What follows belongs to an exercise in optimizing a design on an open flow for small area, a short achievable clock period and few clock cycles per item; a production flow would make more cautious choices. Only simulation tests tie the RTL to the original design; equivalence was not proved.

==> design/flow/design.v <==
module hilo_muldiv_ctrl (
  input  logic        clk,
  input  logic        rst,
  input  logic        op_valid,
  input  logic [2:0]  op,
  input  logic [31:0] rs_data,
  input  logic [31:0] rt_data,
  input  logic        rd_req,
  input  logic        flush,
  output logic        op_ready,
  output logic        busy,
  output logic        stall,
  output logic        done,
  output logic [63:0] hilo_out
);
  logic [63:0] r_hilo;
  logic        r_busy, r_mul, r_prep, r_div, r_fix, r_done;
  logic [32:0] r_x;       
  logic [31:0] r_q;       
  logic [33:0] r_acc;     
  logic [1:0]  r_cnt;     
  logic [4:0]  r_dcnt;    
  logic        r_last, r_sgn, r_qneg, r_rneg, r_u;
  logic [3:0]  r_one, r_two, r_neg;   
  logic w_acc, w_is_mul, w_is_div, w_sgn_in, w_na_in_n, w_nb_in_n;
  assign w_acc     = ~r_busy & op_valid & ~flush;
  assign w_is_mul  = (op == 3'd1) | (op == 3'd2);
  assign w_is_div  = (op == 3'd3) | (op == 3'd4);
  assign w_sgn_in  = (op == 3'd1) | (op == 3'd3);
  assign w_na_in_n = (op == 3'd3) & rs_data[31];
  assign w_nb_in_n = (op == 3'd3) & rt_data[31];
  function automatic logic [11:0] benc(input logic [8:0] b);   
    logic [3:0] one, two, neg;
    for (int m = 0; m < 4; m++) begin
      one[m] = b[2*m+1] ^ b[2*m];
      two[m] = (b[2*m+2] & ~b[2*m+1] & ~b[2*m]) | (~b[2*m+2] & b[2*m+1] & b[2*m]);
      neg[m] = b[2*m+2] & ~(b[2*m+1] & b[2*m]);
    end
    benc = {neg, two, one};
  endfunction
  logic [33:0] w_xe;
  assign w_xe = {r_x[32], r_x};
  logic [33:0] w_pp0, w_pp1, w_pp2, w_pp3;
  assign w_pp0 = ({34{r_one[0]}} & w_xe | {34{r_two[0]}} & {w_xe[32:0], 1'b0}) ^ {34{r_neg[0]}};
  assign w_pp1 = ({34{r_one[1]}} & w_xe | {34{r_two[1]}} & {w_xe[32:0], 1'b0}) ^ {34{r_neg[1]}};
  assign w_pp2 = ({34{r_one[2]}} & w_xe | {34{r_two[2]}} & {w_xe[32:0], 1'b0}) ^ {34{r_neg[2]}};
  assign w_pp3 = ({34{r_one[3]}} & w_xe | {34{r_two[3]}} & {w_xe[32:0], 1'b0}) ^ {34{r_neg[3]}};
  logic [3:0]  w_neg;
  assign w_neg = r_neg;
  logic        w_rinc;
  logic [33:0] w_acc_in;
  assign w_rinc   = (r_fix | r_prep) & r_rneg;
  assign w_acc_in = r_acc ^ {34{w_rinc}};
  logic [32:0] w_ur;
  assign w_ur = {33{r_u}} & r_x;
  logic [42-1:0] w_ta, w_tb, w_p;
  wire t0_s = w_acc_in[4] ^ w_pp0[4];
  wire t0_c = w_acc_in[4] & w_pp0[4];
  wire t1_s = w_acc_in[5] ^ w_pp0[5];
  wire t1_c = w_acc_in[5] & w_pp0[5];
  wire t2_s = w_acc_in[6] ^ w_pp0[6] ^ w_pp1[4];
  wire t2_c = (w_acc_in[6] & w_pp0[6]) | (w_pp1[4] & (w_acc_in[6] ^ w_pp0[6]));
  wire t3_s = w_pp2[2] ^ w_pp3[0];
  wire t3_c = w_pp2[2] & w_pp3[0];
  wire t4_s = w_acc_in[7] ^ w_pp0[7] ^ w_pp1[5];
  wire t4_c = (w_acc_in[7] & w_pp0[7]) | (w_pp1[5] & (w_acc_in[7] ^ w_pp0[7]));
  wire t5_s = w_pp2[3] ^ w_pp3[1];
  wire t5_c = w_pp2[3] & w_pp3[1];
  wire t6_s = w_acc_in[8] ^ w_pp0[8] ^ w_pp1[6];
  wire t6_c = (w_acc_in[8] & w_pp0[8]) | (w_pp1[6] & (w_acc_in[8] ^ w_pp0[8]));
  wire t7_s = w_pp2[4] ^ w_pp3[2] ^ w_ur[0];
  wire t7_c = (w_pp2[4] & w_pp3[2]) | (w_ur[0] & (w_pp2[4] ^ w_pp3[2]));
  wire t8_s = w_acc_in[9] ^ w_pp0[9] ^ w_pp1[7];
  wire t8_c = (w_acc_in[9] & w_pp0[9]) | (w_pp1[7] & (w_acc_in[9] ^ w_pp0[9]));
  wire t9_s = w_pp2[5] ^ w_pp3[3] ^ w_ur[1];
  wire t9_c = (w_pp2[5] & w_pp3[3]) | (w_ur[1] & (w_pp2[5] ^ w_pp3[3]));
  wire t10_s = w_acc_in[10] ^ w_pp0[10] ^ w_pp1[8];
  wire t10_c = (w_acc_in[10] & w_pp0[10]) | (w_pp1[8] & (w_acc_in[10] ^ w_pp0[10]));
  wire t11_s = w_pp2[6] ^ w_pp3[4] ^ w_ur[2];
  wire t11_c = (w_pp2[6] & w_pp3[4]) | (w_ur[2] & (w_pp2[6] ^ w_pp3[4]));
  wire t12_s = w_acc_in[11] ^ w_pp0[11] ^ w_pp1[9];
  wire t12_c = (w_acc_in[11] & w_pp0[11]) | (w_pp1[9] & (w_acc_in[11] ^ w_pp0[11]));
  wire t13_s = w_pp2[7] ^ w_pp3[5] ^ w_ur[3];
  wire t13_c = (w_pp2[7] & w_pp3[5]) | (w_ur[3] & (w_pp2[7] ^ w_pp3[5]));
  wire t14_s = w_acc_in[12] ^ w_pp0[12] ^ w_pp1[10];
  wire t14_c = (w_acc_in[12] & w_pp0[12]) | (w_pp1[10] & (w_acc_in[12] ^ w_pp0[12]));
  wire t15_s = w_pp2[8] ^ w_pp3[6] ^ w_ur[4];
  wire t15_c = (w_pp2[8] & w_pp3[6]) | (w_ur[4] & (w_pp2[8] ^ w_pp3[6]));
  wire t16_s = w_acc_in[13] ^ w_pp0[13] ^ w_pp1[11];
  wire t16_c = (w_acc_in[13] & w_pp0[13]) | (w_pp1[11] & (w_acc_in[13] ^ w_pp0[13]));
  wire t17_s = w_pp2[9] ^ w_pp3[7] ^ w_ur[5];
  wire t17_c = (w_pp2[9] & w_pp3[7]) | (w_ur[5] & (w_pp2[9] ^ w_pp3[7]));
  wire t18_s = w_acc_in[14] ^ w_pp0[14] ^ w_pp1[12];
  wire t18_c = (w_acc_in[14] & w_pp0[14]) | (w_pp1[12] & (w_acc_in[14] ^ w_pp0[14]));
  wire t19_s = w_pp2[10] ^ w_pp3[8] ^ w_ur[6];
  wire t19_c = (w_pp2[10] & w_pp3[8]) | (w_ur[6] & (w_pp2[10] ^ w_pp3[8]));
  wire t20_s = w_acc_in[15] ^ w_pp0[15] ^ w_pp1[13];
  wire t20_c = (w_acc_in[15] & w_pp0[15]) | (w_pp1[13] & (w_acc_in[15] ^ w_pp0[15]));
  wire t21_s = w_pp2[11] ^ w_pp3[9] ^ w_ur[7];
  wire t21_c = (w_pp2[11] & w_pp3[9]) | (w_ur[7] & (w_pp2[11] ^ w_pp3[9]));
  wire t22_s = w_acc_in[16] ^ w_pp0[16] ^ w_pp1[14];
  wire t22_c = (w_acc_in[16] & w_pp0[16]) | (w_pp1[14] & (w_acc_in[16] ^ w_pp0[16]));
  wire t23_s = w_pp2[12] ^ w_pp3[10] ^ w_ur[8];
  wire t23_c = (w_pp2[12] & w_pp3[10]) | (w_ur[8] & (w_pp2[12] ^ w_pp3[10]));
  wire t24_s = w_acc_in[17] ^ w_pp0[17] ^ w_pp1[15];
  wire t24_c = (w_acc_in[17] & w_pp0[17]) | (w_pp1[15] & (w_acc_in[17] ^ w_pp0[17]));
  wire t25_s = w_pp2[13] ^ w_pp3[11] ^ w_ur[9];
  wire t25_c = (w_pp2[13] & w_pp3[11]) | (w_ur[9] & (w_pp2[13] ^ w_pp3[11]));
  wire t26_s = w_acc_in[18] ^ w_pp0[18] ^ w_pp1[16];
  wire t26_c = (w_acc_in[18] & w_pp0[18]) | (w_pp1[16] & (w_acc_in[18] ^ w_pp0[18]));
  wire t27_s = w_pp2[14] ^ w_pp3[12] ^ w_ur[10];
  wire t27_c = (w_pp2[14] & w_pp3[12]) | (w_ur[10] & (w_pp2[14] ^ w_pp3[12]));
  wire t28_s = w_acc_in[19] ^ w_pp0[19] ^ w_pp1[17];
  wire t28_c = (w_acc_in[19] & w_pp0[19]) | (w_pp1[17] & (w_acc_in[19] ^ w_pp0[19]));
  wire t29_s = w_pp2[15] ^ w_pp3[13] ^ w_ur[11];
  wire t29_c = (w_pp2[15] & w_pp3[13]) | (w_ur[11] & (w_pp2[15] ^ w_pp3[13]));
  wire t30_s = w_acc_in[20] ^ w_pp0[20] ^ w_pp1[18];
  wire t30_c = (w_acc_in[20] & w_pp0[20]) | (w_pp1[18] & (w_acc_in[20] ^ w_pp0[20]));
  wire t31_s = w_pp2[16] ^ w_pp3[14] ^ w_ur[12];
  wire t31_c = (w_pp2[16] & w_pp3[14]) | (w_ur[12] & (w_pp2[16] ^ w_pp3[14]));
  wire t32_s = w_acc_in[21] ^ w_pp0[21] ^ w_pp1[19];
  wire t32_c = (w_acc_in[21] & w_pp0[21]) | (w_pp1[19] & (w_acc_in[21] ^ w_pp0[21]));
  wire t33_s = w_pp2[17] ^ w_pp3[15] ^ w_ur[13];
  wire t33_c = (w_pp2[17] & w_pp3[15]) | (w_ur[13] & (w_pp2[17] ^ w_pp3[15]));
  wire t34_s = w_acc_in[22] ^ w_pp0[22] ^ w_pp1[20];
  wire t34_c = (w_acc_in[22] & w_pp0[22]) | (w_pp1[20] & (w_acc_in[22] ^ w_pp0[22]));
  wire t35_s = w_pp2[18] ^ w_pp3[16] ^ w_ur[14];
  wire t35_c = (w_pp2[18] & w_pp3[16]) | (w_ur[14] & (w_pp2[18] ^ w_pp3[16]));
  wire t36_s = w_acc_in[23] ^ w_pp0[23] ^ w_pp1[21];
  wire t36_c = (w_acc_in[23] & w_pp0[23]) | (w_pp1[21] & (w_acc_in[23] ^ w_pp0[23]));
  wire t37_s = w_pp2[19] ^ w_pp3[17] ^ w_ur[15];
  wire t37_c = (w_pp2[19] & w_pp3[17]) | (w_ur[15] & (w_pp2[19] ^ w_pp3[17]));
  wire t38_s = w_acc_in[24] ^ w_pp0[24] ^ w_pp1[22];
  wire t38_c = (w_acc_in[24] & w_pp0[24]) | (w_pp1[22] & (w_acc_in[24] ^ w_pp0[24]));
  wire t39_s = w_pp2[20] ^ w_pp3[18] ^ w_ur[16];
  wire t39_c = (w_pp2[20] & w_pp3[18]) | (w_ur[16] & (w_pp2[20] ^ w_pp3[18]));
  wire t40_s = w_acc_in[25] ^ w_pp0[25] ^ w_pp1[23];
  wire t40_c = (w_acc_in[25] & w_pp0[25]) | (w_pp1[23] & (w_acc_in[25] ^ w_pp0[25]));
  wire t41_s = w_pp2[21] ^ w_pp3[19] ^ w_ur[17];
  wire t41_c = (w_pp2[21] & w_pp3[19]) | (w_ur[17] & (w_pp2[21] ^ w_pp3[19]));
  wire t42_s = w_acc_in[26] ^ w_pp0[26] ^ w_pp1[24];
  wire t42_c = (w_acc_in[26] & w_pp0[26]) | (w_pp1[24] & (w_acc_in[26] ^ w_pp0[26]));
  wire t43_s = w_pp2[22] ^ w_pp3[20] ^ w_ur[18];
  wire t43_c = (w_pp2[22] & w_pp3[20]) | (w_ur[18] & (w_pp2[22] ^ w_pp3[20]));
  wire t44_s = w_acc_in[27] ^ w_pp0[27] ^ w_pp1[25];
  wire t44_c = (w_acc_in[27] & w_pp0[27]) | (w_pp1[25] & (w_acc_in[27] ^ w_pp0[27]));
  wire t45_s = w_pp2[23] ^ w_pp3[21] ^ w_ur[19];
  wire t45_c = (w_pp2[23] & w_pp3[21]) | (w_ur[19] & (w_pp2[23] ^ w_pp3[21]));
  wire t46_s = w_acc_in[28] ^ w_pp0[28] ^ w_pp1[26];
  wire t46_c = (w_acc_in[28] & w_pp0[28]) | (w_pp1[26] & (w_acc_in[28] ^ w_pp0[28]));
  wire t47_s = w_pp2[24] ^ w_pp3[22] ^ w_ur[20];
  wire t47_c = (w_pp2[24] & w_pp3[22]) | (w_ur[20] & (w_pp2[24] ^ w_pp3[22]));
  wire t48_s = w_acc_in[29] ^ w_pp0[29] ^ w_pp1[27];
  wire t48_c = (w_acc_in[29] & w_pp0[29]) | (w_pp1[27] & (w_acc_in[29] ^ w_pp0[29]));
  wire t49_s = w_pp2[25] ^ w_pp3[23] ^ w_ur[21];
  wire t49_c = (w_pp2[25] & w_pp3[23]) | (w_ur[21] & (w_pp2[25] ^ w_pp3[23]));
  wire t50_s = w_acc_in[30] ^ w_pp0[30] ^ w_pp1[28];
  wire t50_c = (w_acc_in[30] & w_pp0[30]) | (w_pp1[28] & (w_acc_in[30] ^ w_pp0[30]));
  wire t51_s = w_pp2[26] ^ w_pp3[24] ^ w_ur[22];
  wire t51_c = (w_pp2[26] & w_pp3[24]) | (w_ur[22] & (w_pp2[26] ^ w_pp3[24]));
  wire t52_s = w_acc_in[31] ^ w_pp0[31] ^ w_pp1[29];
  wire t52_c = (w_acc_in[31] & w_pp0[31]) | (w_pp1[29] & (w_acc_in[31] ^ w_pp0[31]));
  wire t53_s = w_pp2[27] ^ w_pp3[25] ^ w_ur[23];
  wire t53_c = (w_pp2[27] & w_pp3[25]) | (w_ur[23] & (w_pp2[27] ^ w_pp3[25]));
  wire t54_s = w_acc_in[32] ^ w_pp0[32] ^ w_pp1[30];
  wire t54_c = (w_acc_in[32] & w_pp0[32]) | (w_pp1[30] & (w_acc_in[32] ^ w_pp0[32]));
  wire t55_s = w_pp2[28] ^ w_pp3[26] ^ w_ur[24];
  wire t55_c = (w_pp2[28] & w_pp3[26]) | (w_ur[24] & (w_pp2[28] ^ w_pp3[26]));
  wire t56_s = ~w_acc_in[33] ^ ~w_pp0[33] ^ w_pp1[31];
  wire t56_c = (~w_acc_in[33] & ~w_pp0[33]) | (w_pp1[31] & (~w_acc_in[33] ^ ~w_pp0[33]));
  wire t57_s = w_pp2[29] ^ w_pp3[27] ^ w_ur[25];
  wire t57_c = (w_pp2[29] & w_pp3[27]) | (w_ur[25] & (w_pp2[29] ^ w_pp3[27]));
  wire t58_s = w_pp1[32] ^ w_pp2[30] ^ w_pp3[28];
  wire t58_c = (w_pp1[32] & w_pp2[30]) | (w_pp3[28] & (w_pp1[32] ^ w_pp2[30]));
  wire t59_s = w_ur[26] ^ 1'b1;
  wire t59_c = w_ur[26] & 1'b1;
  wire t60_s = ~w_pp1[33] ^ w_pp2[31] ^ w_pp3[29];
  wire t60_c = (~w_pp1[33] & w_pp2[31]) | (w_pp3[29] & (~w_pp1[33] ^ w_pp2[31]));
  wire t61_s = w_pp2[32] ^ w_pp3[30];
  wire t61_c = w_pp2[32] & w_pp3[30];
  wire t62_s = w_acc_in[0] ^ w_pp0[0];
  wire t62_c = w_acc_in[0] & w_pp0[0];
  wire t63_s = w_acc_in[2] ^ w_pp0[2];
  wire t63_c = w_acc_in[2] & w_pp0[2];
  wire t64_s = w_acc_in[3] ^ w_pp0[3];
  wire t64_c = w_acc_in[3] & w_pp0[3];
  wire t65_s = t0_s ^ w_pp1[2] ^ w_pp2[0];
  wire t65_c = (t0_s & w_pp1[2]) | (w_pp2[0] & (t0_s ^ w_pp1[2]));
  wire t66_s = t0_c ^ t1_s ^ w_pp1[3];
  wire t66_c = (t0_c & t1_s) | (w_pp1[3] & (t0_c ^ t1_s));
  wire t67_s = t1_c ^ t2_s ^ t3_s;
  wire t67_c = (t1_c & t2_s) | (t3_s & (t1_c ^ t2_s));
  wire t68_s = t2_c ^ t3_c ^ t4_s;
  wire t68_c = (t2_c & t3_c) | (t4_s & (t2_c ^ t3_c));
  wire t69_s = t4_c ^ t5_c ^ t6_s;
  wire t69_c = (t4_c & t5_c) | (t6_s & (t4_c ^ t5_c));
  wire t70_s = t6_c ^ t7_c ^ t8_s;
  wire t70_c = (t6_c & t7_c) | (t8_s & (t6_c ^ t7_c));
  wire t71_s = t8_c ^ t9_c ^ t10_s;
  wire t71_c = (t8_c & t9_c) | (t10_s & (t8_c ^ t9_c));
  wire t72_s = t10_c ^ t11_c ^ t12_s;
  wire t72_c = (t10_c & t11_c) | (t12_s & (t10_c ^ t11_c));
  wire t73_s = t12_c ^ t13_c ^ t14_s;
  wire t73_c = (t12_c & t13_c) | (t14_s & (t12_c ^ t13_c));
  wire t74_s = t14_c ^ t15_c ^ t16_s;
  wire t74_c = (t14_c & t15_c) | (t16_s & (t14_c ^ t15_c));
  wire t75_s = t16_c ^ t17_c ^ t18_s;
  wire t75_c = (t16_c & t17_c) | (t18_s & (t16_c ^ t17_c));
  wire t76_s = t18_c ^ t19_c ^ t20_s;
  wire t76_c = (t18_c & t19_c) | (t20_s & (t18_c ^ t19_c));
  wire t77_s = t20_c ^ t21_c ^ t22_s;
  wire t77_c = (t20_c & t21_c) | (t22_s & (t20_c ^ t21_c));
  wire t78_s = t22_c ^ t23_c ^ t24_s;
  wire t78_c = (t22_c & t23_c) | (t24_s & (t22_c ^ t23_c));
  wire t79_s = t24_c ^ t25_c ^ t26_s;
  wire t79_c = (t24_c & t25_c) | (t26_s & (t24_c ^ t25_c));
  wire t80_s = t26_c ^ t27_c ^ t28_s;
  wire t80_c = (t26_c & t27_c) | (t28_s & (t26_c ^ t27_c));
  wire t81_s = t28_c ^ t29_c ^ t30_s;
  wire t81_c = (t28_c & t29_c) | (t30_s & (t28_c ^ t29_c));
  wire t82_s = t30_c ^ t31_c ^ t32_s;
  wire t82_c = (t30_c & t31_c) | (t32_s & (t30_c ^ t31_c));
  wire t83_s = t32_c ^ t33_c ^ t34_s;
  wire t83_c = (t32_c & t33_c) | (t34_s & (t32_c ^ t33_c));
  wire t84_s = t34_c ^ t35_c ^ t36_s;
  wire t84_c = (t34_c & t35_c) | (t36_s & (t34_c ^ t35_c));
  wire t85_s = t36_c ^ t37_c ^ t38_s;
  wire t85_c = (t36_c & t37_c) | (t38_s & (t36_c ^ t37_c));
  wire t86_s = t38_c ^ t39_c ^ t40_s;
  wire t86_c = (t38_c & t39_c) | (t40_s & (t38_c ^ t39_c));
  wire t87_s = t40_c ^ t41_c ^ t42_s;
  wire t87_c = (t40_c & t41_c) | (t42_s & (t40_c ^ t41_c));
  wire t88_s = t42_c ^ t43_c ^ t44_s;
  wire t88_c = (t42_c & t43_c) | (t44_s & (t42_c ^ t43_c));
  wire t89_s = t44_c ^ t45_c ^ t46_s;
  wire t89_c = (t44_c & t45_c) | (t46_s & (t44_c ^ t45_c));
  wire t90_s = t46_c ^ t47_c ^ t48_s;
  wire t90_c = (t46_c & t47_c) | (t48_s & (t46_c ^ t47_c));
  wire t91_s = t48_c ^ t49_c ^ t50_s;
  wire t91_c = (t48_c & t49_c) | (t50_s & (t48_c ^ t49_c));
  wire t92_s = t50_c ^ t51_c ^ t52_s;
  wire t92_c = (t50_c & t51_c) | (t52_s & (t50_c ^ t51_c));
  wire t93_s = t52_c ^ t53_c ^ t54_s;
  wire t93_c = (t52_c & t53_c) | (t54_s & (t52_c ^ t53_c));
  wire t94_s = t54_c ^ t55_c ^ t56_s;
  wire t94_c = (t54_c & t55_c) | (t56_s & (t54_c ^ t55_c));
  wire t95_s = t56_c ^ t57_c ^ t58_s;
  wire t95_c = (t56_c & t57_c) | (t58_s & (t56_c ^ t57_c));
  wire t96_s = t58_c ^ t59_c ^ t60_s;
  wire t96_c = (t58_c & t59_c) | (t60_s & (t58_c ^ t59_c));
  wire t97_s = t60_c ^ t61_s ^ w_ur[28];
  wire t97_c = (t60_c & t61_s) | (w_ur[28] & (t60_c ^ t61_s));
  wire t98_s = t61_c ^ ~w_pp2[33] ^ w_pp3[31];
  wire t98_c = (t61_c & ~w_pp2[33]) | (w_pp3[31] & (t61_c ^ ~w_pp2[33]));
  wire t99_s = w_pp3[32] ^ w_ur[30];
  wire t99_c = w_pp3[32] & w_ur[30];
  wire t100_s = t62_s ^ w_neg[0];
  wire t100_c = t62_s & w_neg[0];
  wire t101_s = t62_c ^ w_acc_in[1] ^ w_pp0[1];
  wire t101_c = (t62_c & w_acc_in[1]) | (w_pp0[1] & (t62_c ^ w_acc_in[1]));
  wire t102_s = t63_s ^ w_pp1[0] ^ w_neg[1];
  wire t102_c = (t63_s & w_pp1[0]) | (w_neg[1] & (t63_s ^ w_pp1[0]));
  wire t103_s = t63_c ^ t64_s ^ w_pp1[1];
  wire t103_c = (t63_c & t64_s) | (w_pp1[1] & (t63_c ^ t64_s));
  wire t104_s = t64_c ^ t65_s ^ w_neg[2];
  wire t104_c = (t64_c & t65_s) | (w_neg[2] & (t64_c ^ t65_s));
  wire t105_s = t65_c ^ t66_s ^ w_pp2[1];
  wire t105_c = (t65_c & t66_s) | (w_pp2[1] & (t65_c ^ t66_s));
  wire t106_s = t66_c ^ t67_s ^ w_neg[3];
  wire t106_c = (t66_c & t67_s) | (w_neg[3] & (t66_c ^ t67_s));
  wire t107_s = t67_c ^ t68_s ^ t5_s;
  wire t107_c = (t67_c & t68_s) | (t5_s & (t67_c ^ t68_s));
  wire t108_s = t68_c ^ t69_s ^ t7_s;
  wire t108_c = (t68_c & t69_s) | (t7_s & (t68_c ^ t69_s));
  wire t109_s = t69_c ^ t70_s ^ t9_s;
  wire t109_c = (t69_c & t70_s) | (t9_s & (t69_c ^ t70_s));
  wire t110_s = t70_c ^ t71_s ^ t11_s;
  wire t110_c = (t70_c & t71_s) | (t11_s & (t70_c ^ t71_s));
  wire t111_s = t71_c ^ t72_s ^ t13_s;
  wire t111_c = (t71_c & t72_s) | (t13_s & (t71_c ^ t72_s));
  wire t112_s = t72_c ^ t73_s ^ t15_s;
  wire t112_c = (t72_c & t73_s) | (t15_s & (t72_c ^ t73_s));
  wire t113_s = t73_c ^ t74_s ^ t17_s;
  wire t113_c = (t73_c & t74_s) | (t17_s & (t73_c ^ t74_s));
  wire t114_s = t74_c ^ t75_s ^ t19_s;
  wire t114_c = (t74_c & t75_s) | (t19_s & (t74_c ^ t75_s));
  wire t115_s = t75_c ^ t76_s ^ t21_s;
  wire t115_c = (t75_c & t76_s) | (t21_s & (t75_c ^ t76_s));
  wire t116_s = t76_c ^ t77_s ^ t23_s;
  wire t116_c = (t76_c & t77_s) | (t23_s & (t76_c ^ t77_s));
  wire t117_s = t77_c ^ t78_s ^ t25_s;
  wire t117_c = (t77_c & t78_s) | (t25_s & (t77_c ^ t78_s));
  wire t118_s = t78_c ^ t79_s ^ t27_s;
  wire t118_c = (t78_c & t79_s) | (t27_s & (t78_c ^ t79_s));
  wire t119_s = t79_c ^ t80_s ^ t29_s;
  wire t119_c = (t79_c & t80_s) | (t29_s & (t79_c ^ t80_s));
  wire t120_s = t80_c ^ t81_s ^ t31_s;
  wire t120_c = (t80_c & t81_s) | (t31_s & (t80_c ^ t81_s));
  wire t121_s = t81_c ^ t82_s ^ t33_s;
  wire t121_c = (t81_c & t82_s) | (t33_s & (t81_c ^ t82_s));
  wire t122_s = t82_c ^ t83_s ^ t35_s;
  wire t122_c = (t82_c & t83_s) | (t35_s & (t82_c ^ t83_s));
  wire t123_s = t83_c ^ t84_s ^ t37_s;
  wire t123_c = (t83_c & t84_s) | (t37_s & (t83_c ^ t84_s));
  wire t124_s = t84_c ^ t85_s ^ t39_s;
  wire t124_c = (t84_c & t85_s) | (t39_s & (t84_c ^ t85_s));
  wire t125_s = t85_c ^ t86_s ^ t41_s;
  wire t125_c = (t85_c & t86_s) | (t41_s & (t85_c ^ t86_s));
  wire t126_s = t86_c ^ t87_s ^ t43_s;
  wire t126_c = (t86_c & t87_s) | (t43_s & (t86_c ^ t87_s));
  wire t127_s = t87_c ^ t88_s ^ t45_s;
  wire t127_c = (t87_c & t88_s) | (t45_s & (t87_c ^ t88_s));
  wire t128_s = t88_c ^ t89_s ^ t47_s;
  wire t128_c = (t88_c & t89_s) | (t47_s & (t88_c ^ t89_s));
  wire t129_s = t89_c ^ t90_s ^ t49_s;
  wire t129_c = (t89_c & t90_s) | (t49_s & (t89_c ^ t90_s));
  wire t130_s = t90_c ^ t91_s ^ t51_s;
  wire t130_c = (t90_c & t91_s) | (t51_s & (t90_c ^ t91_s));
  wire t131_s = t91_c ^ t92_s ^ t53_s;
  wire t131_c = (t91_c & t92_s) | (t53_s & (t91_c ^ t92_s));
  wire t132_s = t92_c ^ t93_s ^ t55_s;
  wire t132_c = (t92_c & t93_s) | (t55_s & (t92_c ^ t93_s));
  wire t133_s = t93_c ^ t94_s ^ t57_s;
  wire t133_c = (t93_c & t94_s) | (t57_s & (t93_c ^ t94_s));
  wire t134_s = t94_c ^ t95_s ^ t59_s;
  wire t134_c = (t94_c & t95_s) | (t59_s & (t94_c ^ t95_s));
  wire t135_s = t95_c ^ t96_s ^ w_ur[27];
  wire t135_c = (t95_c & t96_s) | (w_ur[27] & (t95_c ^ t96_s));
  wire t136_s = t96_c ^ t97_s ^ 1'b1;
  wire t136_c = (t96_c & t97_s) | (1'b1 & (t96_c ^ t97_s));
  wire t137_s = t97_c ^ t98_s ^ w_ur[29];
  wire t137_c = (t97_c & t98_s) | (w_ur[29] & (t97_c ^ t98_s));
  wire t138_s = t98_c ^ t99_s ^ 1'b1;
  wire t138_c = (t98_c & t99_s) | (1'b1 & (t98_c ^ t99_s));
  wire t139_s = t99_c ^ ~w_pp3[33] ^ w_ur[31];
  wire t139_c = (t99_c & ~w_pp3[33]) | (w_ur[31] & (t99_c ^ ~w_pp3[33]));
  assign w_ta = {1'b1, t139_c, t138_c, t137_c, t136_c, t135_c, t134_c, t133_c, t132_c, t131_c, t130_c, t129_c, t128_c, t127_c, t126_c, t125_c, t124_c, t123_c, t122_c, t121_c, t120_c, t119_c, t118_c, t117_c, t116_c, t115_c, t114_c, t113_c, t112_c, t111_c, t110_c, t109_c, t108_c, t107_c, t106_c, t105_c, t104_c, t103_c, t102_c, t101_c, t100_c, t100_s};
  assign w_tb = {1'b0, ~w_ur[32], t139_s, t138_s, t137_s, t136_s, t135_s, t134_s, t133_s, t132_s, t131_s, t130_s, t129_s, t128_s, t127_s, t126_s, t125_s, t124_s, t123_s, t122_s, t121_s, t120_s, t119_s, t118_s, t117_s, t116_s, t115_s, t114_s, t113_s, t112_s, t111_s, t110_s, t109_s, t108_s, t107_s, t106_s, t105_s, t104_s, t103_s, t102_s, t101_s, w_rinc};
  assign w_p = w_ta + w_tb;
  function automatic logic [31:0] cneg(input logic [31:0] v, input logic n);
    logic [31:0] o;
    o = v;
    for (int k = 1; k < 32; k = k * 2)
      for (int i = 31; i >= 0; i--)
        if ((i / k) % 2 == 1) o[i] = o[i] | o[(i / k) * k - 1];
    cneg = v ^ ({32{n}} & {o[30:0], 1'b0});
  endfunction
  logic [31:0] w_na, w_nb;
  assign w_na = cneg(rs_data, w_na_in_n);
  assign w_nb = cneg(r_busy ? r_q : rt_data, r_busy ? r_qneg : w_nb_in_n);
  function automatic logic [5:0] lzc(input logic [31:0] v);
    logic [15:0] z1; logic [15:0] c1;
    logic [7:0]  z2; logic [15:0] c2;
    logic [3:0]  z3; logic [11:0] c3;
    logic [1:0]  z4; logic [7:0]  c4;
    for (int i = 0; i < 16; i++) begin
      z1[i] = ~(v[2*i+1] | v[2*i]);
      c1[i] = ~v[2*i+1];
    end
    for (int i = 0; i < 8; i++) begin
      z2[i] = z1[2*i+1] & z1[2*i];
      c2[2*i+:2] = z1[2*i+1] ? {1'b1, c1[2*i]} : {1'b0, c1[2*i+1]};
    end
    for (int i = 0; i < 4; i++) begin
      z3[i] = z2[2*i+1] & z2[2*i];
      c3[3*i+:3] = z2[2*i+1] ? {1'b1, c2[2*(2*i)+:2]} : {1'b0, c2[2*(2*i+1)+:2]};
    end
    for (int i = 0; i < 2; i++) begin
      z4[i] = z3[2*i+1] & z3[2*i];
      c4[4*i+:4] = z3[2*i+1] ? {1'b1, c3[3*(2*i)+:3]} : {1'b0, c3[3*(2*i+1)+:3]};
    end
    lzc = (z4[1] & z4[0]) ? 6'd32 : z4[1] ? {2'b01, c4[3:0]} : {2'b00, c4[7:4]};
  endfunction
  logic [5:0] w_za, w_zb;
  logic [4:0] w_sh;
  logic       w_bz, w_lt;
  assign w_za = lzc(r_acc[31:0]);
  assign w_zb = lzc(r_x[31:0]);
  assign w_bz = w_zb[5];
  assign w_lt = (w_za > w_zb);
  assign w_sh = w_zb[4:0] - w_za[4:0];
  logic w_ge;
  assign w_ge = ~w_p[33];
  logic w_mfin, w_pfin, w_dfin;
  assign w_mfin = r_mul & r_last;
  assign w_pfin = r_prep & (w_bz | w_lt);
  assign w_dfin = r_div & r_last;
  always_ff @(posedge clk) begin
    if (rst) begin
      r_busy <= 1'b0;
      r_mul  <= 1'b0;
      r_prep <= 1'b0;
      r_div  <= 1'b0;
      r_fix  <= 1'b0;
      r_done <= 1'b0;
      r_hilo <= '0;
    end else begin
      r_done <= ~flush & (w_mfin | w_pfin | r_fix);
      if (r_busy) begin
        if (flush | w_mfin | w_pfin | r_fix) begin
          r_busy <= 1'b0;
          r_mul  <= 1'b0;
          r_prep <= 1'b0;
          r_div  <= 1'b0;
          r_fix  <= 1'b0;
        end else begin
          if (r_prep) begin
            r_prep <= 1'b0;
            r_div  <= 1'b1;
          end
          if (w_dfin) begin
            r_div  <= 1'b0;
            r_fix  <= 1'b1;
          end
        end
      end else if (w_acc) begin
        r_busy <= w_is_mul | w_is_div;
        r_mul  <= w_is_mul;
        r_prep <= w_is_div;
      end
      if (~flush) begin
        if (w_acc & (op == 3'd5)) r_hilo[63:32] <= rs_data;
        if (w_acc & (op == 3'd6)) r_hilo[31:0]  <= rs_data;
        if (w_mfin) r_hilo <= {w_p[39:8], w_p[7:0], r_q[31:8]};
        if (w_pfin | r_fix) r_hilo <= {w_p[31:0], r_fix ? w_nb : {32{w_bz}}};
      end
    end
  end
  always_ff @(posedge clk) begin
    if (~r_busy) begin
      r_x    <= {w_is_mul & w_sgn_in & rt_data[31], w_nb};
      r_q    <= rs_data;
      r_acc  <= {2'b0, {32{w_is_div}} & w_na};
      r_sgn  <= w_sgn_in;
      r_rneg <= w_na_in_n;
      r_qneg <= w_na_in_n ^ w_nb_in_n;
      r_cnt  <= 2'd3;
      r_last <= 1'b0;
      r_u    <= 1'b0;
      {r_neg, r_two, r_one} <= {12{w_is_mul}} & benc({rs_data[7:0], 1'b0});
    end else if (r_mul) begin
      r_q    <= {w_p[7:0], r_q[31:8]};
      r_acc  <= w_p[41:8];
      r_cnt  <= r_cnt - 2'd1;
      r_last <= (r_cnt == 2'd1);
      r_u    <= (r_cnt == 2'd1) & ~r_sgn & r_q[15];
      {r_neg, r_two, r_one} <= benc(r_q[15:7]);
    end else if (r_prep) begin
      r_x    <= {1'b0, r_x[31:0] << w_sh};
      r_q    <= '0;
      r_dcnt <= w_sh;
      r_last <= (w_sh == 5'd0);
      {r_neg, r_two, r_one} <= {4'b0001, 4'b0000, 4'b0001};
    end else if (r_div) begin
      if (~r_last) r_x <= {1'b0, r_x[32:1]};
      r_acc    <= w_p[33:0];
      r_q      <= {r_q[30:0], w_ge};
      r_dcnt   <= r_dcnt - 5'd1;
      r_last   <= (r_dcnt == 5'd1);
      r_one[0] <= ~r_last | ~w_ge;
      r_neg[0] <= r_last ? r_rneg : w_ge;
    end
  end
  assign op_ready = ~r_busy;
  assign busy     = r_busy;
  assign stall    = r_busy & (op_valid | rd_req);
  assign done     = r_done;
  assign hilo_out = r_hilo;
endmodule
==> design/flow/flow/run.sh <==
#!/bin/bash
# The standard layout (the standard.sh: ORFS synthesis through finish, unchanged), with
# the ports buffered by buf_1 cells and timing repair aimed 5.4 ns below the clock period, at the worst endpoints only.
set -euo pipefail
bash standard.sh SETUP_SLACK_MARGIN=5.4 TNS_END_PERCENT=10 "BUFFER_PORTS_ARGS=-buffer_cell sky130_fd_sc_hd__buf_1" finish > flow_make.log 2>&1
==> design/flow/standard.sh <==
#!/bin/bash
# synth_recipe.tcl (not shown) runs the flow's synth.tcl, then flattens the netlist and writes it again
# the make line also repeats each setting of config.mk as NAME=value (left out here)
make -C /OpenROAD-flow-scripts/flow DESIGN_CONFIG=/design/flow/config.mk WORK_HOME=/design/flow/orfs CLKGATE_MAP_FILE= SYNTH_SCRIPT=/design/flow/synth_recipe.tcl "${@:-finish}"
==> design/flow/config.mk <==
export PLATFORM = sky130hd
export DESIGN_NAME = hilo_muldiv_ctrl
export DESIGN_NICKNAME = hilo_muldiv_ctrl
export VERILOG_FILES = /design/flow/design.v
export SDC_FILE = /design/flow/constraint.sdc
export NUM_CORES = 4
export LEC_CHECK = 0
export CAP_MARGIN = 20
export CORE_MARGIN = 2
export CORE_UTILIZATION = 40
export SLEW_MARGIN = 20
==> design/flow/constraint.sdc <==
create_clock -name core_clock -period 11.0 [get_ports {clk}]
set_input_delay 2.2000 -clock core_clock [delete_from_list [all_inputs] [get_ports {clk}]]
set_output_delay 2.2000 -clock core_clock [all_outputs]
set_load 0.01 [all_outputs]
==> results of run 1 <==
-- path summary, 6_finish.rpt --
check                                          endpoint  slack [ns]  depth (start not counted)
worst max register to register      r_acc[27]$_DFFE_PP_        5.48                         18
worst min-delay path            r_hilo[33]$_SDFFE_PP0P_        0.46                          2
worst min register to register  r_hilo[33]$_SDFFE_PP0P_        0.46                          2
worst max-delay path                r_acc[27]$_DFFE_PP_        5.48                         18
-- registers in the layout, indices dropped and copies added, names as in the netlist, 2 cells and up --
register	count
r_cnt	2
r_q	32
r_acc	34
r_dcnt	5
r_two	4
r_hilo	64
r_x	33
r_one	4
r_neg	4
-- cell families after synthesis --
| logic type | share of synthesized area (%) |
|---|---|
| AOI/OAI and AO/OA | 22.80 |
| muxes | 5.083 |
| DFF | 22.65 |
| xor gates and xnor gates | 11.66 |
| adders and majority gates | 15.64 |
| and+or+nand+nor | 15.36 |
| buffers and inverters | 6.811 |
-- cells in the mapped netlist, types with 10 or more instances --
master,count
nand3_1,28
xnor2_1,169
a31oi_1,18
clkbuf_1,209
nor2b_1,17
o21bai_1,11
a211oi_1,29
inv_1,161
xor2_1,127
mux4_2,13
and2_1,13
nand4_1,15
mux2i_1,69
a21oi_1,199
a221oi_1,39
o211ai_1,28
buf_2,10
ha_1,73
o22ai_1,35
o21ai_0,150
dfxtp_1,76
edfxtp_1,117
nand3b_1,14
nor3_1,91
and3_1,12
fa_1,128
a22oi_1,137
nand2_1,268
o21a_1,12
mux2_2,13
nor4_1,15
a21o_1,31
nor2_1,240
buf_1,19
-- per-layer routing --
| layer | vias up | track usage (%) | share of wire [%] |
|---|---|---|---|
| met4 | 0 | 15.66 | 5.4 |
| met3 | 196 | 4.702 | 9.6 |
| met5 | - | 0 | 0 |
| li1 | 9737 | - | - |
| met2 | 1370 | 46.78 | 43 |
| met1 | 10750 | 44.63 | 42 |
-- stage by stage --
step / area, µm² / worst slack, ns / instances / utilization (%)
2_1_floorplan: 22230 / 5.428 / 2720 / -
3_3_place_gp: 23230 / 4.753 / 3419 / 42.24
3_5_place_dp: 23230 / 4.713 / 3419 / 42.24
4_1_cts: 24460 / 5.361 / 3516 / 44.49
5_1_grt: 24890 / 5.357 / 3539 / 45.27
6_report: 24890 / 5.476 / 3539 / 45.27
-- area by class of cell --
| class | count | area (µm²) |
|---|---|---|
| diodes | 2 | 5.005 |
| inverters | 162 | 616.8 |
| flip-flops and latches | 193 | 5041 |
| fillers | 5509 | 30090 |
| clock inverters | 14 | 138.9 |
| multi-input cells | 2127 | 15950 |
| clock buffers | 18 | 450.4 |
| repair buffers | 275 | 1759 |
| well taps | 748 | 935.9 |
-- repair_timing --
| item | 4_1_cts | 5_1_grt |
|---|---|---|
| hold buffers | 0 | 0 |
| buffers inserted | 65 | 21 |
| cloned | 0 | 0 |
| gates resized for setup | 10 | 44 |
| setup endpoints to repair | 66 | 68 |
| pin swaps | 0 | 3 |
-- worst register-to-register path, stage by stage (launching register included) --
cell and delay [ns]:
edfxtp_1 0.48, buf_4 0.19, buf_6 0.16, a22oi_1 0.20, xor2_1 0.13, fa_1 0.56
inv_1 0.06, fa_1 0.56, fa_1 0.49, ha_1 0.44, a21o_1 0.23, a31oi_1 0.22
o21ai_0 0.16, a221oi_1 0.36, a21boi_0 0.38, o21bai_1 0.14, xor2_1 0.19, a22oi_1 0.20
o21ai_0 0.10
==> impl_metrics.py, run 1 <==
metrics = {
    "final_layout": {
        "drive_gt1_share_pct": 9.394,
        "final_common_cell": "nand2_1",
        "synthToLayoutAreaGrowth_pct": 11.99,
        "nets": 3049,
        "layout_common_cells": "nand2_1 (268), nor2_1 (236), a21oi_1 (195)",
    },
    "setup_path": {
        "arrival_ns": 5.72,
        "crit_slowest_cell": "fa_1",
        "critical_path.max_stage_delay_ns": 0.56,
        "crit_buf_inv": 3,
        "startpoint_type": "flop",
        "cp_top_family": "adder cells",
        "r2r-start": "r_one[1]$_DFFE_PP_",
        "cp-startpoint": "r_one[1]$_DFFE_PP_",
        "endpoint_kind": "flop",
        "path_cells": "buf_4 > buf_6 > a22oi_1 > xor2_1 > fa_1 > inv_1 > fa_1 > fa_1 > ha_1 > a21o_1 > a31oi_1 > o21ai_0 > a221oi_1 > a21boi_0 > o21bai_1 > xor2_1 > a22oi_1 > o21ai_0",
        "cpMostUsedCell": "fa_1",
        "worstSetupPathType": "reg2reg",
        "critical_path_required_ns": 11.19,
        "path_max_fanout": 17,
    },
    "yosys": {
        "synth_area_um2": 22230,
        "synth_cell_types": 78,
        "synth_top_area_share_pct": 15.81,
        "avgSynthCellArea_um2": 8.172,
        "async_flop_share_pct": 0,
        "yosys-top-cells-area": "edfxtp_1 (16%), fa_1 (12%), dfxtp_1 (6.8%)",
        "synth_edf_count": 117,
        "ys.flop_type": "edfxtp_1",
        "synth_top_area_cell": "edfxtp_1",
        "seq_area_frac_synth_pct": 22.65,
        "syn_nets": 2993,
        "postSynthCellCount": 2720,
        "ys_ff_latch": 193,
        "yosysWarnings": 1,
    },
    "clock_network": {
        "cts_sinks": 193,
        "clkTransAtPathRegs_ns": 0.08,
        "cts_root_buffer": "clkbuf_16",
        "htree_num_levels": 4,
        "cts_buffers": 17,
        "clk_latency_ns": 0.47,
        "cts_buffer_depth": 2,
        "cts_tree": "built",
    },
    "floorplanning": {
        "core-area_um2": 54990,
        "die-height_um": 239.7,
        "fp.dieArea_um2": 57470,
        "die_x_um": 239.7,
        "rows": 86,
        "initial_core_util_pct": 40.42,
        "ios": 140,
    },
    "timing": {
        "hold_violations": 0,
        "slew_violations": 0,
        "hold_ws_ns": 0.4647,
        "slew_headroom_pct": 30.39,
        "period_needed_ns": 5.524,
        "fmax_mhz": 181.0,
        "fin_tns_setup_ns": 0,
        "rsz0062_at_grt": "true",
        "fin_skew_ns": 0.01466,
        "period_share_pct": 50.22,
        "worst_slew_pin_slew_ns": 1.030,
        "setup_viol": 0,
    },
    "drt": {
        "first_pass_iters": 8,
        "routed_wl_mm": 91.29,
        "ant_nets": 0,
        "num_vias": 22050,
        "route.detailed.drc": 0,
        "drtIter0Drc": 3030,
        "wl_per_cell_um": 25.79,
        "viasPerCell": 6.231,
    },
    "global_routing": {
        "antenna_found_initial": 2,
        "grtUsageTotal_pct": 31.56,
        "grt_pass1_vias": 20820,
        "grt_pass1_wl_mm": 135.4,
        "overflow": 0,
        "grt_max_degree": 84,
    },
    "placed_design": {
        "place_congestion": 0.9709,
        "hpwl_mm": 66.44,
        "port_buffers": 139,
    },
    "hold_path": {
        "hold_path.startpoint": "r_hilo[33]$_SDFFE_PP0P_",
        "hold_class": "reg2reg",
    },
    "status": {
        "outcome": "timing/DRC/antenna clean",
    },
    "job": {
        "drv_cap": 0,
    },
}
Testbench counts, summed over its fixed seeds: cycles 15,693, ops 3,200.
==> inputs of run 2 (changes only) <==
==> design/flow/flow/run.sh (replaced) <==
#!/bin/bash
# The standard layout (the standard.sh: ORFS synthesis through finish, unchanged), with
# the ports buffered by buf_2 cells and timing repair aimed 5.6 ns below the clock period, at the worst endpoints only.
set -euo pipefail
bash standard.sh SETUP_SLACK_MARGIN=5.6 TNS_END_PERCENT=10 "BUFFER_PORTS_ARGS=-buffer_cell sky130_fd_sc_hd__buf_2" finish > flow_make.log 2>&1
==> impl_metrics.py, run 2 <==
metrics = {
    "drt": {
        "first_pass_iters": 6,
        "routed_wl_mm": 92.20,
        "route.detailed.drc": 0,
        "ant_nets": 0,
        "wl_per_cell_um": 26.12,
        "viasPerCell": 6.292,
        "num_vias": 22210,
        "drtIter0Drc": 3074,
    },
    "floorplanning": {
        "initial_core_util_pct": 40.42,
        "die-height_um": 239.7,
        "die_x_um": 239.7,
        "core-area_um2": 54990,
        "ios": 140,
        "fp.dieArea_um2": 57470,
        "rows": 86,
    },
    "setup_path": {
        "worstSetupPathType": "reg2reg",
        "startpoint_type": "flop",
        "path_max_fanout": 35,
        "arrival_ns": 5.58,
        "endpoint_kind": "flop",
        "critical_path_required_ns": 11.19,
    },
    "yosys": {
        "yosys.area_share.adder_pct": 15.64,
        "synth-simple-area-share_pct": 15.36,
        "postSynthCellCount": 2720,
        "synthMuxAreaShare_pct": 5.083,
        "synth.most_common_cell": "nand2_1",
        "syn_nets": 2993,
        "ys_ff_latch": 193,
        "synth.cells.most_frequent": "nand2_1 (268), nor2_1 (240), clkbuf_1 (209), a21oi_1 (199), xnor2_1 (169)",
        "synth_area_um2": 22230,
        "ys.flop_type": "edfxtp_1",
        "seq_area_frac_synth_pct": 22.65,
        "synth_top_family_by_area": "compound AO/OA/AOI/OAI gates",
        "yosys-top-cells-area": "edfxtp_1 (16%), fa_1 (12%), dfxtp_1 (6.8%)",
        "synth_compound_area_share_pct": 22.80,
        "synth_top_area_cell": "edfxtp_1",
        "avgSynthCellArea_um2": 8.172,
        "yosysWarnings": 1,
        "synth_top_area_share_pct": 15.81,
        "async_flop_share_pct": 0,
        "synth_xor_area_share_pct": 11.66,
        "synth_cell_types": 78,
        "synth_edf_count": 117,
    },
    "final_layout": {
        "nets": 3041,
        "nFillCells": 5441,
        "top_register": "r_hilo",
        "reg.largest.list": "r_hilo (64), r_acc (34), r_x (33)",
        "regArea_um2": 5041,
        "final_common_cell": "nand2_1",
        "synthToLayoutAreaGrowth_pct": 13.76,
        "layout_common_cells": "nand2_1 (268), nor2_1 (236), a21oi_1 (195)",
        "multi_input_area_um2": 16190,
        "drive_gt1_share_pct": 15.03,
        "largest_reg_flops": 64,
        "fin_util_pct": 45.99,
    },
    "clock_network": {
        "cts_root_buffer": "clkbuf_16",
        "htree_num_levels": 4,
        "clk_latency_ns": 0.46,
        "cts_buffer_depth": 2,
        "cts_sinks": 193,
        "cts_buffers": 17,
        "cts_tree": "built",
        "ctsHoldBuffers": 0,
        "clkTransAtPathRegs_ns": 0.09,
    },
    "timing": {
        "fmax_mhz": 185.6,
        "slew_headroom_pct": 26.67,
        "setup_viol": 0,
        "worst_slew_pin_slew_ns": 1.092,
        "period_needed_ns": 5.388,
        "slew_violations": 0,
        "fin_skew_ns": 0.02102,
        "period_share_pct": 48.98,
        "fin_tns_setup_ns": 0,
        "hold_violations": 0,
        "rsz0062_at_grt": "true",
    },
    "global_routing": {
        "grt_max_degree": 71,
        "grt_pass1_vias": 21200,
        "overflow": 0,
        "grt_pass1_wl_mm": 137.2,
        "grtUsageTotal_pct": 31.92,
        "antenna_found_initial": 2,
    },
    "placed_design": {
        "place_congestion": 0.9694,
        "port_buffers": 139,
        "hpwl_mm": 67.07,
    },
    "status": {
        "outcome": "timing/DRC/antenna clean",
    },
    "hold_path": {
        "hold_class": "reg2reg",
    },
    "job": {
        "drv_cap": 0,
    },
}
-- run 2: cell counts after synthesis --
Identical to the previous run, type by type.
-- run 2: worst max-delay path, stage by stage, from the launching register on --
cell,delay (ns)
edfxtp_1,0.56
nor4_2,0.43
nand3_1,0.19
or2_2,0.38
nand2b_1,0.17
o31a_1,0.38
inv_1,0.09
ha_1,0.17
inv_1,0.08
fa_1,0.54
buf_4,0.38
clkinvlp_4,0.31
buf_4,0.24
mux2i_1,0.13
mux2i_1,0.21
nor2_1,0.10
a21oi_1,0.23
o22ai_1,0.14
a21oi_1,0.23
mux2i_1,0.11
-- run 2: cell families (layout without fill, tap and decap cells) --
group	count (synthesis)	count (layout)
AND/OR/NAND/NOR	759	759
adder cells (fa/ha/maj)	201	201
flip-flops	193	193
buffers and inverters	400	461
XOR/XNOR	296	296
other	0	1
multiplexers	95	95
AO/OA/AOI/OAI	776	776
-- run 2: final cells by class --
type	instances	area share, %
Multi-Input combinational cell	2127	64.02
Antenna cell	1	0.009896
Inverter	162	2.439
Clock inverter	15	0.8511
Clock buffer	17	1.682
Timing Repair Buffer	267	7.358
Sequential cell	193	19.94
Tap cell	748	3.701
-- run 2: routing by layer --
layer / vias to the layer above / part of all wire, % / global-route usage, %
met1: 10810 / 41 / 44.31
met3: 263 / 9.6 / 5.105
met2: 1415 / 42 / 47.11
met5: - / 0.017 / 0
met4: 2 / 6.7 / 17.86
li1: 9724 / - / -
-- run 2: final timing paths --
kind	start	end	slack, ns	depth (start not counted)
setup reg to reg	r_acc[31]$_DFFE_PP_	r_x[19]$_DFFE_PP_	5.61	19
hold / removal	r_hilo[40]$_SDFFE_PP0P_	r_hilo[40]$_SDFFE_PP0P_	0.47	2
setup / recovery	r_acc[31]$_DFFE_PP_	r_x[19]$_DFFE_PP_	5.61	19
hold reg to reg	r_hilo[40]$_SDFFE_PP0P_	r_hilo[40]$_SDFFE_PP0P_	0.47	2
-- run 2: stage by stage --
| stage | setup slack, ns | hold slack, ns | cells | instance area (µm²) |
|---|---|---|---|---|
| 2_1_floorplan | 5.614 | 0.4593 | 2720 | 22230 |
| 3_3_place_gp | 4.709 | 0.4426 | 3420 | 23410 |
| 3_5_place_dp | 4.944 | 0.4444 | 3422 | 23440 |
| 4_1_cts | 5.490 | 0.4632 | 3516 | 24750 |
| 5_1_grt | 5.442 | 0.4793 | 3530 | 25290 |
| 6_report | 5.612 | 0.4660 | 3530 | 25290 |
-- run 2: what timing repair did --
| item | in CTS | in global routing |
|---|---|---|
| endpoints found under the setup margin | 67 | 107 |
| pin swaps | 3 | 12 |
| buffers inserted | 62 | 12 |
| gates resized for setup | 20 | 79 |
| endpoints found under the hold margin | 0 | 0 |
| cloned | 0 | 1 |
==> inputs of run 3 (changes only) <==
==> design/flow/flow/run.sh (replaced) <==
#!/bin/bash
# The standard layout (the standard.sh: ORFS synthesis through finish, unchanged), with
# the ports buffered by buf_1 cells and timing repair aimed 5.6 ns below the clock period, at the worst endpoints only.
set -euo pipefail
bash standard.sh SETUP_SLACK_MARGIN=5.6 TNS_END_PERCENT=3 "BUFFER_PORTS_ARGS=-buffer_cell sky130_fd_sc_hd__buf_1" finish > flow_make.log 2>&1
==> impl_metrics.py, run 3 <==
metrics = {
    "status": {
        "outcome": "timing/DRC/antenna clean",
    },
    "clock_network": {
        "cts_buffers": 17,
        "cts_sinks": 193,
        "clk_latency_ns": 0.47,
        "cts_tree": "built",
        "cts_buffer_depth": 2,
        "clkTransAtPathRegs_ns": 0.08,
        "htree_num_levels": 4,
        "cts_root_buffer": "clkbuf_16",
    },
    "placed_design": {
        "place_congestion": 0.9903,
        "port_buffers": 139,
        "pre_cts_ws_ns": 4.614,
        "hpwl_mm": 66.35,
        "place_area_um2": 23290,
    },
    "drt": {
        "first_pass_iters": 6,
        "ant_nets": 0,
        "wl_per_cell_um": 25.82,
        "route.detailed.drc": 0,
        "viasPerCell": 6.245,
        "drtIter0Drc": 2715,
        "routed_wl_mm": 91.19,
        "num_vias": 22060,
    },
    "setup_path": {
        "path_max_fanout": 16,
        "endpoint_kind": "flop",
        "startpoint_type": "flop",
        "arrival_ns": 5.82,
        "worstSetupPathType": "reg2reg",
        "critical_path_required_ns": 11.42,
    },
    "global_routing": {
        "grtUsageTotal_pct": 31.45,
        "antenna_found_initial": 1,
        "grt_max_degree": 83,
        "overflow": 0,
        "grt_pass1_wl_mm": 135.7,
        "grt_pass1_vias": 20870,
    },
    "timing": {
        "hold_ws_ns": 0.4628,
        "slew_violations": 0,
        "setup_viol": 0,
        "period_needed_ns": 5.398,
        "fin_skew_ns": 0.01938,
        "period_share_pct": 49.08,
        "slew_headroom_pct": 32.98,
        "worst_slew_pin_slew_ns": 1.004,
        "rsz0062_at_grt": "true",
        "hold_violations": 0,
        "fmax_mhz": 185.2,
        "fin_ws_ns": 5.602,
        "fin_tns_setup_ns": 0,
    },
    "final_layout": {
        "final_common_cell": "nand2_1",
        "top_register": "r_hilo",
        "layout_common_cells": "nand2_1 (268), nor2_1 (236), a21oi_1 (192)",
        "nets": 3042,
        "drive_gt1_share_pct": 10.03,
        "synthToLayoutAreaGrowth_pct": 12.47,
        "stdcell_area_um2": 25000,
        "reg.largest.list": "r_hilo (64), r_acc (34), r_x (33)",
        "largest_reg_flops": 64,
    },
    "floorplanning": {
        "die_x_um": 239.7,
        "die-height_um": 239.7,
        "core-area_um2": 54990,
        "rows": 86,
        "fp.dieArea_um2": 57470,
        "ios": 140,
        "initial_core_util_pct": 40.42,
    },
    "yosys": {
        "yosys.area_share.adder_pct": 15.64,
        "ys.flop_type": "edfxtp_1",
        "async_flop_share_pct": 0,
        "ys_ff_latch": 193,
        "synth-simple-area-share_pct": 15.36,
        "synth.most_common_cell": "nand2_1",
        "synth_cell_types": 78,
        "synth_top_family_by_area": "compound AO/OA/AOI/OAI gates",
        "seq_area_frac_synth_pct": 22.65,
        "synth.cells.most_frequent": "nand2_1 (268), nor2_1 (240), clkbuf_1 (209), a21oi_1 (199), xnor2_1 (169)",
        "synth_edf_count": 117,
        "postSynthCellCount": 2720,
        "synth_compound_area_share_pct": 22.80,
        "synth_xor_area_share_pct": 11.66,
        "syn_nets": 2993,
        "synthMuxAreaShare_pct": 5.083,
        "yosysWarnings": 1,
        "synth_top_area_cell": "edfxtp_1",
        "avgSynthCellArea_um2": 8.172,
        "yosys-top-cells-area": "edfxtp_1 (16%), fa_1 (12%), dfxtp_1 (6.8%)",
        "synth_top_area_share_pct": 15.81,
        "synth_area_um2": 22230,
    },
    "hold_path": {
        "hold_class": "reg2reg",
    },
    "job": {
        "drv_cap": 0,
    },
}
[run 3: cell counts after synthesis]
No cell type changed its count.
[run 3: area by class of cell]
class / count / area, µm²
Multi-Input combinational cell: 2129 / 16160
Antenna cell: 2 / 5.005
Clock buffer: 17 / 425.4
Fill cell: 5454 / 29990
Inverter: 162 / 614.3
Tap cell: 748 / 935.9
Timing Repair Buffer: 266 / 1635
Clock inverter: 15 / 178.9
Sequential cell: 193 / 5041
[run 3: path summary, 6_finish.rpt]
check,startpoint,to,slack [ns],cells past startpoint
max,r_acc[31]$_DFFE_PP_,r_hilo[55]$_SDFFE_PP0P_,5.60,20
min,r_hilo[40]$_SDFFE_PP0P_,r_hilo[40]$_SDFFE_PP0P_,0.46,2
max reg2reg,r_acc[31]$_DFFE_PP_,r_hilo[55]$_SDFFE_PP0P_,5.60,20
min reg2reg,r_hilo[40]$_SDFFE_PP0P_,r_hilo[40]$_SDFFE_PP0P_,0.46,2
[run 3: stage by stage]
step	instances	utilization, %
after floorplan	2720	-
after global placement	3425	42.32
after detailed placement	3426	42.35
after CTS	3522	44.68
after global routing	3531	45.46
final	3532	45.46
[run 3: logic make-up after synthesis]
family | after synthesis
multiplexers | 95
buffers and inverters | 400
adder cells (fa/ha/maj) | 201
AO/OA/AOI/OAI | 776
AND/OR/NAND/NOR | 759
XOR/XNOR | 296
flip-flops | 193
[run 3: what timing repair did]
action                     CTS  global route
buffers inserted            63             7
gates resized for setup     21            68
setup endpoints to repair   69           105
gates cloned                 1             1
hold buffers                 0             0
pin swaps                    2             5
[run 3: routing by layer]
metal	track usage [%]	share of wire, %	vias up	wire (µm)
met5	0	0	-	0
met4	15.53	5.6	0	5114
met3	4.691	10	227	9103
met2	46.83	43	1439	39500
met1	44.31	41	10660	37470
li1	-	-	9728	-
[run 3: critical path: stages (launching register included)]
cell	delay [ns]
edfxtp_1	0.54
nor4_2	0.42
nand3_1	0.20
or2_2	0.38
nand2b_1	0.18
inv_1	0.19
nand2_1	0.15
o41a_1	0.29
ha_1	0.40
nor2b_1	0.14
o21ai_0	0.15
nand3b_1	0.12
a211oi_2	0.28
buf_4	0.26
o21ai_1	0.10
buf_4	0.23
a21boi_4	0.36
buf_4	0.32
nor2_1	0.21
a31oi_1	0.20
o221a_2	0.20
==> inputs of run 4 (changes only) <==
==> design/flow/flow/run.sh (replaced) <==
#!/bin/bash
# The standard layout (the standard.sh: ORFS synthesis through finish, unchanged), with
# the ports buffered by buf_1 cells and timing repair aimed 5.6 ns below the clock period, at the worst endpoints only.
set -euo pipefail
bash standard.sh SETUP_SLACK_MARGIN=5.6 TNS_END_PERCENT=10 "BUFFER_PORTS_ARGS=-buffer_cell sky130_fd_sc_hd__buf_1" finish > flow_make.log 2>&1
--- a/design/flow/config.mk
+++ b/design/flow/config.mk
@@ -7,5 +7,5 @@
 export LEC_CHECK = 0
 export CAP_MARGIN = 20
 export CORE_MARGIN = 2
-export CORE_UTILIZATION = 40
+export CORE_UTILIZATION = 50
 export SLEW_MARGIN = 20
==> impl_metrics.py, run 4 <==
metrics = {
    "yosys": {
        "synth_cell_types": 78,
        "yosysWarnings": 1,
        "synth_top_area_share_pct": 15.81,
        "yosys-top-cells-area": "edfxtp_1 (16%), fa_1 (12%), dfxtp_1 (6.8%)",
        "synth_edf_count": 117,
        "async_flop_share_pct": 0,
        "postSynthCellCount": 2720,
        "avgSynthCellArea_um2": 8.172,
        "syn_nets": 2993,
        "synth.most_common_cell": "nand2_1",
        "synth_area_um2": 22230,
        "seq_area_frac_synth_pct": 22.65,
        "synth.cells.most_frequent": "nand2_1 (268), nor2_1 (240), clkbuf_1 (209), a21oi_1 (199), xnor2_1 (169)",
        "synth_top_area_cell": "edfxtp_1",
        "ys_ff_latch": 193,
        "ys.flop_type": "edfxtp_1",
    },
    "setup_path": {
        "crit_slowest_cell": "fa_1",
        "critical_path_required_ns": 11.22,
        "path_cells": "buf_12 > o21ai_4 > buf_12 > buf_12 > xnor2_1 > fa_1 > fa_1 > fa_1 > ha_1 > a21o_1 > a21o_1 > nand3_1 > a21oi_1 > or3b_4 > buf_4 > a31oi_2 > xnor2_2 > a221o_1",
        "worstSetupPathType": "reg2reg",
        "r2r-start": "r_fix$_SDFFE_PP0P_",
        "startpoint_type": "flop",
        "endpoint_kind": "flop",
        "path_max_fanout": 9,
        "reg2reg_slack_ns": 5.59,
        "reg2reg_depth": 18,
        "critical_path.max_stage_delay_ns": 0.58,
        "rr_endpoint": "r_acc[26]$_DFFE_PP_",
        "arrival_ns": 5.63,
    },
    "timing": {
        "fin_skew_ns": 0.01910,
        "rsz0062_at_grt": "true",
        "fin_tns_setup_ns": 0,
        "fin_ws_ns": 5.592,
        "period_share_pct": 49.17,
        "slew_violations": 0,
        "slew_headroom_pct": 32.90,
        "worst_slew_pin_slew_ns": 1.005,
        "hold_violations": 0,
        "period_needed_ns": 5.408,
        "hold_ws_ns": 0.4611,
        "fmax_mhz": 184.9,
        "setup_viol": 0,
    },
    "global_routing": {
        "grtUsageMet2_pct": 56.33,
        "overflow": 0,
        "grt_max_degree": 71,
        "grtUsageTotal_pct": 39.06,
        "antenna_found_initial": 2,
        "grt_pass1_vias": 21110,
        "globalRouteMet1Util_pct": 55.99,
        "grt_use_met3_pct": 8.011,
        "grt_pass1_wl_mm": 136.9,
        "globalRoute.busiestLayer": "met2",
    },
    "placed_design": {
        "placedCellCount": 3261,
        "port_buffers": 139,
        "place_congestion": 0.9817,
        "pre_cts_ws_ns": 4.696,
        "place_area_um2": 23020,
        "hpwl_mm": 65.27,
    },
    "drt": {
        "num_vias": 22270,
        "wl_per_cell_um": 26.94,
        "ant_nets": 0,
        "routed_wl_mm": 91.69,
        "drtIter0Drc": 3326,
        "first_pass_iters": 6,
        "route.detailed.drc": 0,
        "viasPerCell": 6.543,
    },
    "clock_network": {
        "cts_buffer_depth": 2,
        "ctsHoldBuffers": 0,
        "htree_num_levels": 4,
        "cts_root_buffer": "clkbuf_16",
        "cts_tree": "built",
        "clkTransAtPathRegs_ns": 0.08,
        "cts_buffers": 17,
        "clk_latency_ns": 0.47,
        "cts_sinks": 193,
    },
    "final_layout": {
        "fin_util_pct": 57.65,
        "layout_common_cells": "nand2_1 (268), nor2_1 (235), a21oi_1 (192)",
        "final_common_cell": "nand2_1",
        "reg.largest.list": "r_hilo (64), r_acc (34), r_x (33)",
        "nets": 3069,
        "drive_gt1_share_pct": 12.21,
        "nFillCells": 4137,
        "fin_cells": 3403,
        "top_register": "r_hilo",
        "largest_reg_flops": 64,
        "stdcell_area_um2": 25380,
        "synthToLayoutAreaGrowth_pct": 14.20,
    },
    "floorplanning": {
        "die-height_um": 214.8,
        "initial_core_util_pct": 50.48,
        "core-area_um2": 44030,
        "die_x_um": 214.8,
        "fp.dieArea_um2": 46160,
        "rows": 77,
        "ios": 140,
    },
    "status": {
        "outcome": "timing/DRC/antenna clean",
    },
    "hold_path": {
        "hold_depth": 2,
        "hold_class": "reg2reg",
        "hold_path.startpoint": "r_hilo[32]$_SDFFE_PP0P_",
        "holdPathEnd": "r_hilo[32]$_SDFFE_PP0P_",
    },
    "job": {
        "drv_cap": 0,
    },
}
-- run 4: cell counts after synthesis --
Identical to the previous run, type by type.
-- run 4: area by class of cell --
type                            instances  area, µm²  share of cell area [%]
Multi-Input combinational cell       2128      16440                   64.79
Clock inverter                         15      181.4                  0.7147
Tap cell                              592      740.7                   2.918
Clock buffer                           17      425.4                   1.676
Timing Repair Buffer                  294       1929                   7.601
Antenna cell                            2      5.005                 0.01972
Inverter                              162      614.3                   2.420
Sequential cell                       193       5042                   19.86
-- run 4: timing repair --
item                                   4_1_cts  5_1_grt
setup endpoints to repair                   93      116
endpoints found under the hold margin        0        0
gates cloned                                 2        1
gates resized for setup                     45       95
pin swaps                                    3       21
buffers inserted                            85       20
-- run 4: critical path, delay by kind of cell (launching register included) --
family	cells	cell delay, ns
buffers and inverters	4	0.60
xor gates and xnor gates	2	0.42
and+or+nand+nor	2	0.52
AOI/OAI and AO/OA	6	1.16
DFF	1	0.41
adders and majority gates	4	2.04
-- run 4: worst max-delay path by stage --
stage / from / endpoint / slack (ns) / cells past startpoint
after floorplan: r_prep$_SDFFE_PP0P_ / r_acc[30]$_DFFE_PP_ / 5.61 / 19
after detailed placement: r_two[0]$_DFFE_PP_ / r_one[0]$_DFFE_PP_ / 4.70 / 16
after global placement: r_two[0]$_DFFE_PP_ / r_one[0]$_DFFE_PP_ / 4.79 / 18
final: r_fix$_SDFFE_PP0P_ / r_acc[26]$_DFFE_PP_ / 5.59 / 18
after global routing: r_neg[0]$_DFFE_PP_ / r_hilo[53]$_SDFFE_PP0P_ / 5.41 / 18
after CTS: r_one[1]$_DFFE_PP_ / r_acc[27]$_DFFE_PP_ / 5.54 / 18
-- run 4: cell families (layout without fill, tap and decap cells) --
| family | Yosys count | count (layout) | synth area share [%] |
|---|---|---|---|
| buffers and inverters | 400 | 488 | 6.811 |
| AOI/OAI and AO/OA | 776 | 776 | 22.80 |
| other | 0 | 2 | 0 |
| and+or+nand+nor | 759 | 760 | 15.36 |
| xor gates and xnor gates | 296 | 296 | 11.66 |
| muxes | 95 | 95 | 5.083 |
| DFF | 193 | 193 | 22.65 |
| adders and majority gates | 201 | 201 | 15.64 |
-- run 4: routing by layer --
| metal | vias to the layer above | part of all wire (%) |
|---|---|---|
| li1 | 9786 | - |
| met1 | 10720 | 41 |
| met2 | 1511 | 42 |
| met3 | 254 | 11 |
| met4 | 0 | 5.8 |
| met5 | - | 0 |

-- port drivers added, routing unchanged --
Ports are ideal in the flow. The routed layouts listed here were re-timed in OpenROAD.
Step 1 (the two cells are an assumption about what drives the block):
set clk [get_ports {clk}]
set_driving_cell -lib_cell sky130_fd_sc_hd__clkbuf_16 $clk
set_driving_cell -lib_cell sky130_fd_sc_hd__buf_2 [delete_from_list [all_inputs] $clk]
Step 2, shift: input delay + t, output delay - t, t = (earliest + latest rising clock arrival at the registers) / 2. This alone moves slack from input paths to output paths.
Three values: ideal ports, drivers, drivers and shift; two values: the first two.
| run | t (ns) | setup slack, ns | worst setup path after step 2 | slew at the worst register clock pin (ns) | pins driven straight from the clock port |
|---|---|---|---|---|---|
| run 1 | 0.522 | 5.476 / 5.476 / 5.227 | input to register | 0.08 / 0.08 | 1 |
| run 2 | 0.508 | 5.612 / 5.612 / 5.511 | input to register | 0.09 / 0.09 | 1 |
| run 3 | 0.516 | 5.602 / 5.602 / 5.420 | input to register | 0.09 / 0.09 | 1 |
| run 4 | 0.516 | 5.592 / 5.592 / 5.445 | input to register | 0.09 / 0.09 | 1 |
After both steps every run listed still meets setup and hold. The setup slack of run 1, which loses most, moves by 0.000 ns with the drivers and by -0.249 ns with both steps.
